Source: an optimization exercise on an open RTL-to-GDS flow (aim: small area, a short achievable clock period and few clock cycles). Production flows keep margins and buffers that such runs may drop.
At most, simulation tests tie the RTL to the original design; equivalence was not proved.
Function not checked in run 2: the RTL went through the layout flow alone.

==> flow/design.v (outline; a module is shown in full before it is edited, if it fits) <==
// module ast_tensor_stream_sv: 1704 lines
module ast_tensor_stream_sv #(
   parameter int DATAWIDTH = 14,
   parameter int SIZE      = 4,
   parameter int ACCWIDTH  = 2*DATAWIDTH+$clog2(SIZE)
) (
   input  logic                   clk,
   input  logic                   reset_n,
   input  logic                   cfg_valid,
   input  logic [$clog2(SIZE):0]  cfg_q,
   input  logic [$clog2(SIZE):0]  cfg_r,
   input  logic [$clog2(SIZE):0]  cfg_k,
   input  logic                   in_valid,
   output logic                   in_ready,
   input  logic                   in_set,
   input  logic [DATAWIDTH-1:0]   in_data,
   input  logic                   start,
   input  logic                   keep_b,
   input  logic                   relu,
   output logic                   out_valid,
   input  logic                   out_ready,
   output logic [DATAWIDTH-1:0]   out_data,
   output logic                   out_last,
   output logic                   busy,
   output logic                   done,
   output logic                   err
);
  // ...
==> flow/flow/run.sh <==
#!/bin/bash
# Standard layout, with timing repair aiming further below the clock period.
set -e
export SETUP_SLACK_MARGIN=5.6
bash standard.sh > standard.log 2>&1
==> flow/standard.sh <==
#!/bin/bash
# synth_recipe.tcl (not shown) runs the flow's synth.tcl, then flattens the netlist and writes it again
# the make line also repeats each setting of config.mk as NAME=value (left out here)
make -C /OpenROAD-flow-scripts/flow DESIGN_CONFIG=/design/flow/config.mk WORK_HOME=/design/flow/orfs CLKGATE_MAP_FILE= SYNTH_SCRIPT=/design/flow/synth_recipe.tcl "${@:-finish}"
==> flow/config.mk <==
export PLATFORM = sky130hd
export DESIGN_NAME = ast_tensor_stream_sv
export DESIGN_NICKNAME = ast_tensor_stream_sv
export VERILOG_FILES = /design/flow/design.v
export SDC_FILE = /design/flow/constraint.sdc
export NUM_CORES = 4
export LEC_CHECK = 0
export ABC_CLOCK_PERIOD_IN_PS = 5000
export CAP_MARGIN = 20
export CORE_MARGIN = 2
export CORE_UTILIZATION = 50
export SLEW_MARGIN = 20
==> flow/constraint.sdc <==
create_clock -name core_clock -period 10.0 [get_ports {clk}]
set_input_delay 2.0000 -clock core_clock [delete_from_list [all_inputs] [get_ports {clk}]]
set_output_delay 2.0000 -clock core_clock [all_outputs]
set_load 0.01 [all_outputs]
==> run notes, run 1 <==
Cell variety after synth 86; CP arrival about 2.5 ns; endpoint class of the critical path output port; MaxCap Viol Count 0; commonest non-fill, non-tap cell in the layout edfxtp_1; NonClk Buf Share 3.24%; Longest Clk Path Bufs 3; Clock-cell share 4.92%; slew margin rel. about 22%; initial antenna violation count 1; placed cell count approximately 5200; RD Place Congestion around 0.92; Worst Hold Depth 1; Seq cells roughly 740; # diodes 1; Multi-input comb cells 2635; compound-cell area share of the yosys netlist a little under an eighth; Multi-input gate area approximately 26000 um^2; Synth Warn # 10; detailed-route DRC error count 0; status complete, no violations; largest cells by area after synthesis edfxtp_1, fa_1, dfxtp_1; Top FF cell, synth edfxtp_1; WP buf/inv 2; clk slew on worst S/H paths 0.06 ns; Largest cell class multi-input gates
Testbench counts, summed over its fixed seeds: cycles 15,315.
==> run 2: changes to the inputs <==
--- a/flow/design.v
+++ b/flow/design.v
@@ -27,20 +27,16 @@
    localparam int unsigned CW = $clog2(SIZE) + 1;
    localparam int unsigned NW = 2 * CW;
    logic [CW-1:0] q_r, r_r, k_r;
    logic [NW-1:0] a_cnt, b_cnt, a_need, b_need;
    logic          keep_r;
    logic          a_room, b_room;      
    logic          dims_ok, start_ok, accept, go, fin;
    logic [1:0]    ai, ar;              
-   assign a_need   = NW'(q_r) * NW'(r_r);
-   assign b_need   = NW'(r_r) * NW'(k_r);
-   assign dims_ok  = (q_r != '0) && (r_r != '0) && (k_r != '0) &&
-                     (q_r <= CW'(SIZE)) && (r_r <= CW'(SIZE)) && (k_r <= CW'(SIZE));
    assign start_ok = !cfg_valid && dims_ok && (a_cnt == a_need) && (b_cnt == b_need);
    assign in_ready = in_set ? b_room : a_room;
    assign accept   = in_valid && in_ready && !cfg_valid;
    assign go       = !busy && start && start_ok;
    assign fin      = out_valid && out_ready && out_last;
    logic [CW-1:0] q_n, r_n, k_n;
    logic [NW-1:0] a_cnt_n, b_cnt_n;
    logic          busy_n;
@@ -86,28 +82,37 @@
          b_room_n = b_room;
       end
    end
    always_ff @(posedge clk or negedge reset_n) begin
       if (!reset_n) begin
          q_r    <= '0;
          r_r    <= '0;
          k_r    <= '0;
+         a_need <= '0;
+         b_need <= '0;
+         dims_ok <= 1'b0;
          a_cnt  <= '0;
          b_cnt  <= '0;
          keep_r <= 1'b0;
          busy   <= 1'b0;
          done   <= 1'b0;
          err    <= 1'b0;
          a_room <= 1'b0;
          b_room <= 1'b0;
       end else begin
          q_r    <= q_n;
          r_r    <= r_n;
          k_r    <= k_n;
+         if (!busy && cfg_valid) begin
+            a_need  <= NW'(cfg_q) * NW'(cfg_r);
+            b_need  <= NW'(cfg_r) * NW'(cfg_k);
+            dims_ok <= (cfg_q != '0) && (cfg_r != '0) && (cfg_k != '0) &&
+                       (cfg_q <= CW'(SIZE)) && (cfg_r <= CW'(SIZE)) && (cfg_k <= CW'(SIZE));
+         end
          a_cnt  <= a_cnt_n;
          b_cnt  <= b_cnt_n;
          busy   <= busy_n;
          done   <= busy && fin;
          err    <= !busy && start && !start_ok;
          if (go) keep_r <= keep_b;
          a_room <= a_room_n;
          b_room <= b_room_n;
@@ -152,22 +157,38 @@
    assign a_last2 = a_cnt + NW'(2) == a_need;
    assign b_full  = b_cnt == b_need;
    assign b_last  = b_cnt + NW'(1) == b_need;
    assign b_last2 = b_cnt + NW'(2) == b_need;
    assign full_w  = dims_ok && (in_set ? a_full && b_last : a_last && b_full);
    assign short_w = dims_ok && (in_set ? a_full && b_last2 || a_last && b_last
                                        : a_last && b_last || a_last2 && b_full);
    assign bc1    = (k_r == CW'(1)) ? NW'(0) : NW'(1);
-   assign touch0 = in_set ? (b_cnt == '0 || b_cnt == NW'(k_r) || b_cnt == NW'(2 * k_r) ||
-                             b_cnt == NW'(3 * k_r))
-                          : (ai == 2'd0);
-   assign touch1 = in_set ? (b_cnt == bc1 || b_cnt == NW'(k_r) + bc1 ||
-                             b_cnt == NW'(2 * k_r) + bc1 || b_cnt == NW'(3 * k_r) + bc1)
-                          : (ai == ((k_r == CW'(1)) ? 2'd1 : 2'd0));
+   assign touch0 = in_set ? (bj == 2'd0) : (ai == 2'd0);
+   assign touch1 = in_set ? (bj == 2'(bc1)) : (ai == ((k_r == CW'(1)) ? 2'd1 : 2'd0));
+   logic [1:0] bj, bmod3;
+   always_comb
+      case (b_cnt[3:0])
+         4'd1, 4'd4, 4'd7, 4'd10, 4'd13: bmod3 = 2'd1;
+         4'd2, 4'd5, 4'd8, 4'd11, 4'd14: bmod3 = 2'd2;
+         default:                        bmod3 = 2'd0;
+      endcase
+   always_ff @(posedge clk) begin
+      if (!busy && cfg_valid) begin
+         if (!keep_r)                bj <= 2'd0;
+         else if (cfg_k == CW'(2))   bj <= {1'b0, b_cnt[0]};
+         else if (cfg_k == CW'(3))   bj <= bmod3;
+         else if (cfg_k == CW'(4))   bj <= b_cnt[1:0];
+         else                        bj <= 2'd0;
+      end else if (!busy && accept && in_set) begin
+         bj <= (CW'(bj) == k_r - CW'(1)) ? 2'd0 : bj + 2'd1;
+      end else if (busy && fin && !keep_r) begin
+         bj <= 2'd0;
+      end
+   end
    assign sp2_n = !busy && accept && pre && full_w && !touch0 && !touch1;
    assign sp1_n = !busy && accept && idx0 && full_w && !touch0;
    assign pre_n = !busy && accept && idx0 && short_w && !touch0;
    always_ff @(posedge clk or negedge reset_n) begin
       if (!reset_n) begin
          pre <= 1'b0; sp1 <= 1'b0; sp2 <= 1'b0;
       end else begin
          pre <= pre_n; sp1 <= sp1_n; sp2 <= sp2_n;
@@ -177,16 +198,24 @@
    assign q1 = q_r == CW'(1);
    assign k1 = k_r == CW'(1);
    assign k2 = k_r == CW'(2);
    assign qk_le1 = q1 && k1;
    assign qk_le2 = q1 && (k1 || k2) || q_r == CW'(2) && k1;
    logic [1:0] ii_n, ij_n;
    logic       iss_done_n;
    logic [3:0] pb [4];
+   logic [3:0] rk [4], pb_j1 [4], pb_j2 [4], pb_cj [4];
+   always_comb
+      for (int r = 0; r < 4; r++) begin
+         rk[r]    = 4'(r * k_r);
+         pb_j1[r] = rk[r] + (k1 ? 4'd0 : 4'd1);
+         pb_j2[r] = rk[r] + ((k1 || k2) ? 4'd0 : 4'd2);
+         pb_cj[r] = rk[r] + 4'(cj);
+      end
    always_comb begin
       ii_n = ii; ij_n = ij; iss_done_n = iss_done;
       if (!busy && !go) begin
          if (sp2_n) begin
             ii_n = k1 ? 2'd2 : k2 ? 2'd1 : 2'd0;
             ij_n = (k1 || k2) ? 2'd0 : 2'd2;
          end else if (sp1_n || pre_n) begin
             ii_n = k1 ? 2'd1 : 2'd0;
@@ -208,17 +237,24 @@
             ij_n = ij + 2'd1;
          end
       end
    end
    always_ff @(posedge clk) begin
       ii <= ii_n;
       ij <= ij_n;
       iss_done <= iss_done_n;
-      for (int r = 1; r < 4; r++) pb[r] <= 4'(r * k_r) + 4'(ij_n);
+      for (int r = 1; r < 4; r++) begin
+         if (!busy && !go)
+            pb[r] <= sp2_n ? pb_j2[r] : (sp1_n || pre_n) ? pb_j1[r] : rk[r];
+         else if (stall)
+            pb[r] <= pb_cj[r];
+         else if (iss)
+            pb[r] <= (CW'(ij) == k_r - CW'(1)) ? rk[r] : pb[r] + 4'd1;
+      end
    end
    always_ff @(posedge clk) begin
       if (!busy && !go) begin
          ci <= '0; cj <= '0;
          out_all <= 1'b0;
       end else if (load) begin
          if ((CW'(ci) == q_r - CW'(1)) && (CW'(cj) == k_r - CW'(1))) out_all <= 1'b1;
          if (CW'(cj) == k_r - CW'(1)) begin
@@ -1673,17 +1709,17 @@
    assign cs[2][28] = 1'b0;
    assign cs[0][29] = 1'b1;
    assign cs[1][29] = 1'b0;
    assign cs[2][29] = 1'b0;
    logic [29:0] ps [3];
    always_ff @(posedge clk) begin
       for (int r = 0; r < 3; r++) ps[r] <= cs[r];
    end
-   logic signed [29:0] psum;
+   logic [29:0] psum;
    always_comb begin
       psum = ps[0];
       for (int r = 1; r < 3; r++) psum = psum + ps[r];
    end
    logic [DATAWIDTH-1:0] res;
    always_comb begin
       if (psum[29:13] != {17{psum[29]}})
          res = psum[29] ? 14'h2000 : 14'h1fff;
==> run 2 against run 1 <==
  * First-iteration DRC count increased by 6.9%
  * Cell count increased by 5.3%
  * Synthesized cell count increased by 6.9%
  * Core utilization increased by 0.48 points
  * Hold slack improved by 0.018 ns
  * Non-clock buffer count increased by 4
  * Register-to-register slack got worse by 0.12 ns
  * Critical path type is now register to register
  * Critical endpoint is now ps[0][12]$_DFF_P_
  * Largest cell class unchanged
==> run notes, run 2 <==
HP Start out_all$_SDFFE_PP0P_; CTS Hold Bufs 0; Crit path largest cell delay between 0.5 and 0.6 ns; Post-synth EDFFs between 400 and 500; Num CTS Buffers 85; DR iter-0 viols roughly 3700; total routed wirelength approximately 150000 um; vias per std cell slightly above 6; sequential cell area fraction in the yosys report 40.9%; Worst-Skew Late Latency about 0.67 ns; CTS tree done; Root Buffer clkbuf_16; worst slew pin tran slightly above 1 ns; H-tree Lvls 3; crit-path max FO 3; most instantiated cells after synthesis edfxtp_1, inv_1, fa_1; Chip Height ~320 um; Synth area leader edfxtp_1; Final period util around 46%; reg2reg setup slack between 5 and 6 ns; GRT Total Usage around 30%; RSZ-0062 raised after global routing yes; Starting Density between 50% and 60%; # diodes 0 (-1); commonest cells after routing, fill and taps aside edfxtp_1, inv_1, fa_1; Yosys reg bits 766; worst-case reg-to-reg path depth 15; RD Place Congestion 0.955 (+3.8%); final setup TNS 0 ns; crit-path cells a22oi_2 -> xnor2_2 -> fa_1 -> inv_2 -> fa_2 -> inv_2 -> fa_1 -> inv_1 -> fa_1 -> inv_2 -> fa_1 -> inv_1 -> fa_1 -> inv_2 -> fa_2; Final ANT Viol Nets 0; layout cells sized above 1 ~16%; Longest Clk Path Bufs 3 (unchanged); Cell variety after synth 88 (+2.3%); final-report setup violation count 0; Via Count ~35000; Top FF cell, synth edfxtp_1; Synth Warn # 14 (+4); FF-to-FF Start ta[0][9]$_SDFF_PP0_; Worst Hold End out_all$_SDFFE_PP0P_; P&R area growth vs syn 12.2%; Avg Cell Area, Syn approximately 11 um^2; hold crit path type register to register; CP max-delay cell fa_2; MaxCap Viol Count 0 (unchanged); status complete, no violations; slew margin rel. 31.5% (+9.3 points); asr flop ratio synth about 6%; clk slew on worst S/H paths 0.06 ns (about the same); commonest non-fill, non-tap cell in the layout edfxtp_1; Post-Syn Area 49900 um^2; dpl hpwl 110000 um; IO Pins 52; initial antenna violation count 5 (+4); Worst Hold Depth 1 (unchanged); post-layout min period between 4 and 5 ns; Crit Path Class register to register; Final Max Slew Viols 0; worst endpoint required time 10.61 ns; site row count around 120; Syn Inst Count ~4400; core box area 98700 um^2; capturing point of the worst reg2reg path ps[0][12]$_DFF_P_; die area approximately 100000 um^2; Sink Count around 770; top-area cell type share of the netlist area 29.0%; CP arrival 5.25 ns (+2.74 ns); largest cells by area after synthesis edfxtp_1, fa_1, dfxtp_1; Port Buffers between 50 and 60; count leader, synth edfxtp_1; first-pass GRT wire length 226000 um; pin count of the biggest net entering global routing around 60; detailed-route DRC error count 0 (unchanged); CP most frequent cell fa_1; endpoint class of the critical path register; DR pass1 iterations 9; Layout fillers approximately 8300; Congestion Overflow GR 0; Synth Net Count ~4900; placed cell count 5497 (+5.1%); Routed WL per cell roughly 26 um; Layout Nets 4945; die width about 320 um; Hold Vio Cnt, Final 0; fmax ~220 MHz; vias in the first global route ~35000; Worst Skew ~0.028 ns; Layout Cells excl Fill between 5000 and 6000; Critical Path Source Type register
[run 2: changes by cell type after synthesis, sizes merged, moves of 14 or more]
cell | before | now
a21oi | 84 | 140
a221oi | 19 | 5
a222oi | 16 | 32
a22oi | 421 | 371
clkbuf | 227 | 255
edfxtp | 466 | 481
inv | 434 | 464
nand2 | 156 | 239
nor2 | 131 | 192
o211ai | 7 | 29
o21ai | 119 | 158
xor2 | 263 | 248
[run 2: metrics by stage]
stage / worst slack, ns / hold WS, ns / cell area, um^2 / utilization, %
finish: 5.36 / 0.483 / 56000 / 56.7
global route: 5.25 / 0.505 / 56000 / 56.7
CTS: 5.40 / 0.477 / 55200 / 55.9
detailed placement: 4.27 / 0.464 / 51700 / 52.3
global placement: 4.29 / 0.461 / 51600 / 52.3
floorplan: 5.37 / 0.329 / 50300 / -
[run 2: cell families after synthesis]
group           count (synthesis)  share of synthesized area (%)
buf+inv                       756                           5.78
mux                           145                           5.42
compound gates                894                           12.4
xor+xnor                      490                           8.60
flops                         766                           40.9
simple gates                  767                           7.42
fa+ha+maj                     545                           19.5
[run 2: timing repair]
action	CTS	global route
gates cloned	0	3
buffers inserted	42	26
pin swaps	28	69
gates resized for setup	206	181
endpoints found under the setup margin	134	62
[run 2: how the worst max path moves through the flow]
stage               depth (start not counted)                 from  slack (ns)                  to
floorplan                                  15             cfg_k[0]        5.37  b_room$_DFFE_PN0P_
global placement                            3               in_set        4.29            in_ready
detailed placement                          3               in_set        4.27            in_ready
CTS                                        14  ta[0][2]$_SDFF_PP0_        5.40   ps[0][12]$_DFF_P_
global route                               15  ta[0][7]$_SDFF_PP0_        5.25   ps[0][12]$_DFF_P_
finish                                     15  ta[0][9]$_SDFF_PP0_        5.36   ps[0][12]$_DFF_P_
[run 2: area by class of cell]
type / count / area (um^2) / share of cell area, %
repair buffers: 207 / 1830 / 3.28
well taps: 1287 / 1610 / 2.88
inverters: 466 / 1750 / 3.12
clock buffers: 116 / 2340 / 4.17
clock inverters: 43 / 443 / 0.791
flip-flops and latches: 766 / 20700 / 36.9
multi-input cells: 2842 / 27300 / 48.8
[run 2: critical path: cells and delay by family (launching register included)]
family	cells	cell delay [ns]
compound gates	1	0.22
xor+xnor	1	0.11
flops	1	0.36
buf+inv	6	0.29
fa+ha+maj	7	3.59
[run 2: routing by layer]
layer | wire [um] | track usage (%) | part of all wire (%)
met2 | 73100 | 49.6 | 48
met3 | 10000 | 4.36 | 6.6
met1 | 59600 | 37.9 | 39
met4 | 8800 | 14.0 | 5.8
met5 | 0 | 0 | 0

static timing again, ports no longer ideal:
The results above use ideal ports. As a check the final layouts listed here were re-extracted and re-timed, cells and wires unchanged. Step 1 (the two cells are an assumption about what drives the block):
set clk [get_ports {clk}]
set_driving_cell -lib_cell sky130_fd_sc_hd__clkbuf_16 $clk
set_driving_cell -lib_cell sky130_fd_sc_hd__buf_2 [delete_from_list [all_inputs] $clk]
Step 2, shift: input delay + t, output delay - t, t = (earliest + latest rising clock arrival at the registers) / 2. This alone moves slack from input paths to output paths. Three values: ideal, step 1, step 2; two values: the first two.
run	shift t [ns]	slack for setup (ns)	worst setup path at the end	clock arrival spread, ns	worst register clock-pin slew, ns
run 1	0.722	5.487 / 5.439 / 4.815	input to register	0.033 / 0.033	0.07 / 0.07
run 2	0.727	5.364 / 5.364 / 5.100	input to register	0.029 / 0.030	0.07 / 0.07
After both steps setup and hold are still met in every run listed. For run 1, which loses most, drivers alone change the setup slack by -0.048 ns; drivers and shift together by -0.672 ns.
